From an optimization exercise on the open Yosys and OpenROAD flow, aimed at small area, a short achievable clock period and few clock cycles per item; shortcuts taken in it are not production practice. In this exercise RTL edits were held to simulation tests only and were not proved equivalent to the original. No activity file was given, so power comes from the tool's default toggle rates.

==> inputs of run a <==
==> flow/design.v (excerpt) <==
module lstm_cell_top (
  input  logic                      clk,
  input  logic                      rst_n,
  input  logic                      cfg_we_i,
  input  logic [6-1:0]   cfg_addr_i,
  input  lstm_pkg::gate_row_t       cfg_wdata_i,
  input  logic                      clear_state_i,
  input  logic                      din_vld_i,
  input  lstm_pkg::sample_t         din_i,
  output logic                      dout_vld_o,
  output lstm_pkg::unit_idx_t       dout_idx_o,
  output lstm_pkg::sample_t         dout_o,
  output logic                      busy_o
);
==> module lstm_sequencer, before the edit <==
module lstm_sequencer (
  input  logic                      clk,
  input  logic                      rst_n,
  input  logic                      din_vld_i,
  input  lstm_pkg::sample_t         din_i,
  input  logic [55:0]               h_i,         
  output logic                      busy_o,
  output logic [63:0]               op_o,        
  output logic [31:0]               wsel_o,      
  output logic [31:0]               rsel_o,      
  output logic [3:0]                close_o      
);
  lstm_pkg::sample_t   x_q;           
  logic [2:0]          t0, t0_nx;     
  logic                take_nx, vld_nx;
  logic                x_v;           
  logic [7:0]          rsel0;
  logic                osel_x;        
  logic [3:0]          osel_h;        
  lstm_pkg::sample_t   op0;
  lstm_pkg::sample_t   op_q   [1:3];
  logic [7:0]          wsel_q [0:3];
  always_comb
  begin
    take_nx = din_vld_i && !busy_o;
    if (t0[2] || x_v)
      t0_nx = t0 + 3'd1;
    else
      t0_nx = t0;
    vld_nx = t0_nx[2] || take_nx;
    for (int t = 0; t < 8; t++)
    begin
      rsel0[t] = (t0_nx == 3'(t));
    end
    op0 = (osel_x && x_v) ? x_q : '0;
    for (int m = 0; m < 4; m++)
    begin
      if (osel_h[m])
        op0 = op0 | {{2{h_i[14*m + 13]}}, h_i[14*m +: 14]};
    end
  end
  always_ff @(posedge clk)
  begin
    x_q <= din_i;
  end
  always_ff @(posedge clk)
  begin
    if (!rst_n)
    begin
      t0        <= '0;
      x_v       <= 1'b0;
      busy_o    <= 1'b0;
      close_o   <= '0;
      wsel_q[0] <= '0;
      osel_x    <= 1'b1;
      osel_h    <= '0;
    end
    else
    begin
      t0  <= t0_nx;
      x_v <= take_nx;
      if (t0_nx[2])
        busy_o <= (t0_nx != 3'd7);
      else
        busy_o <= (t0_nx == 3'd3) && take_nx;
      close_o <= {close_o[2:0], (t0 == 3'd7)};
      for (int t = 0; t < 8; t++)
      begin
        wsel_q[0][t] <= vld_nx && (t0_nx == 3'(t));
      end
      osel_x <= !t0_nx[2];
      for (int m = 0; m < 4; m++)
      begin
        osel_h[m] <= t0_nx[2] && (t0_nx[1:0] == 2'(m));
      end
    end
  end
  always_ff @(posedge clk)
  begin
    op_q[1]   <= op0;
    op_q[2]   <= op_q[1];
    op_q[3]   <= op_q[2];
    wsel_q[1] <= wsel_q[0];
    wsel_q[2] <= wsel_q[1];
    wsel_q[3] <= wsel_q[2];
  end
  assign op_o   = {op_q[3], op_q[2], op_q[1], op0};
  assign wsel_o = {wsel_q[3], wsel_q[2], wsel_q[1], wsel_q[0]};
  assign rsel_o = {wsel_q[2], wsel_q[1], wsel_q[0], rsel0};
endmodule
clock: 20.0 ns
lec_check: 0
cap_margin: 20
core_margin: 2
core_utilization: 40
slew_margin: 20
run.sh (not shown) runs the stock make flow with config.mk's settings and CLKGATE_MAP_FILE= SYNTH_SCRIPT=/design/flow/synth_recipe.tcl, a recipe that flattens the netlist after the stock synthesis.
==> inputs of run b, as changes to run a <==
--- a/flow/design.v
+++ b/flow/design.v
@@ -85,4 +85,5 @@
   logic [2:0]          t0, t0_nx;     
   logic                take_nx, vld_nx;
+  logic                busy;          
   logic                x_v;           
   logic [7:0]          rsel0;
@@ -91,8 +92,14 @@
   lstm_pkg::sample_t   op0;
   lstm_pkg::sample_t   op_q   [1:3];
-  logic [7:0]          wsel_q [0:3];
+  logic [7:0]          wsel_q [1:3];
+  logic [3:0]          xsel_q;        
+  logic [7:0]          wsel0;         
   always_comb
   begin
-    take_nx = din_vld_i && !busy_o;
+    if (t0[2])
+      busy = (t0 != 3'd7);
+    else
+      busy = (t0 == 3'd3) && x_v;
+    take_nx = din_vld_i && !busy;
     if (t0[2] || x_v)
       t0_nx = t0 + 3'd1;
@@ -104,4 +111,9 @@
       rsel0[t] = (t0_nx == 3'(t));
     end
+    wsel0[3:0] = xsel_q;
+    for (int t = 4; t < 8; t++)
+    begin
+      wsel0[t] = (t0 == 3'(t));
+    end
     op0 = (osel_x && x_v) ? x_q : '0;
     for (int m = 0; m < 4; m++)
@@ -123,5 +135,5 @@
       busy_o    <= 1'b0;
       close_o   <= '0;
-      wsel_q[0] <= '0;
+      xsel_q    <= '0;
       osel_x    <= 1'b1;
       osel_h    <= '0;
@@ -136,7 +148,7 @@
         busy_o <= (t0_nx == 3'd3) && take_nx;
       close_o <= {close_o[2:0], (t0 == 3'd7)};
-      for (int t = 0; t < 8; t++)
+      for (int t = 0; t < 4; t++)
       begin
-        wsel_q[0][t] <= vld_nx && (t0_nx == 3'(t));
+        xsel_q[t] <= take_nx && (t0_nx == 3'(t));
       end
       osel_x <= !t0_nx[2];
@@ -152,11 +164,11 @@
     op_q[2]   <= op_q[1];
     op_q[3]   <= op_q[2];
-    wsel_q[1] <= wsel_q[0];
+    wsel_q[1] <= wsel0;
     wsel_q[2] <= wsel_q[1];
     wsel_q[3] <= wsel_q[2];
   end
   assign op_o   = {op_q[3], op_q[2], op_q[1], op0};
-  assign wsel_o = {wsel_q[3], wsel_q[2], wsel_q[1], wsel_q[0]};
-  assign rsel_o = {wsel_q[2], wsel_q[1], wsel_q[0], rsel0};
+  assign wsel_o = {wsel_q[3], wsel_q[2], wsel_q[1], wsel0};
+  assign rsel_o = {wsel_q[2], wsel_q[1], wsel0, rsel0};
 endmodule
 module lstm_gate_mac (
Settings changed: CORE_UTILIZATION 40 to 45.
==> comparison <==
Via count: run b is higher than run a (0.65%). Against run a, the worst setup slack of run b is better by 0.14 ns. In combinational power, run a and run b hardly differ. In run b the non-clock buffer count is lower than in run a, by 43. Of run a and run b, run b has the higher worst hold slack (gap 0.0021 ns). Between run b and run a, the lower die area is in run b (gap 11%, measured against run a).
Testbench counts of run a, summed over its fixed seeds: cycles 1,096, steps 128.
Testbench counts of run b, summed over its fixed seeds: cycles 1,096, steps 128.

-- separate check: timing with driven ports --
No port has a modelled driver above. Below, the same layouts with a new extraction and two added sets of constraints.
Step 1 assumes that a clkbuf_16 drives the clock port and a buf_2 every other input.
Step 2, shift: input delay + t, output delay - t, t = (earliest + latest rising clock arrival at the registers) / 2. This alone moves slack from input paths to output paths.
a / b / c = no drivers / after step 1 / after step 2; a / b = the first two.
run	t, ns	setup WS [ns]	worst slew at a driven data input, ns
run a	1.207	13.027 / 13.027 / 13.027	0.19
run b	1.204	13.167 / 13.167 / 13.167	0.16
After both steps setup and hold are still met in every run listed.
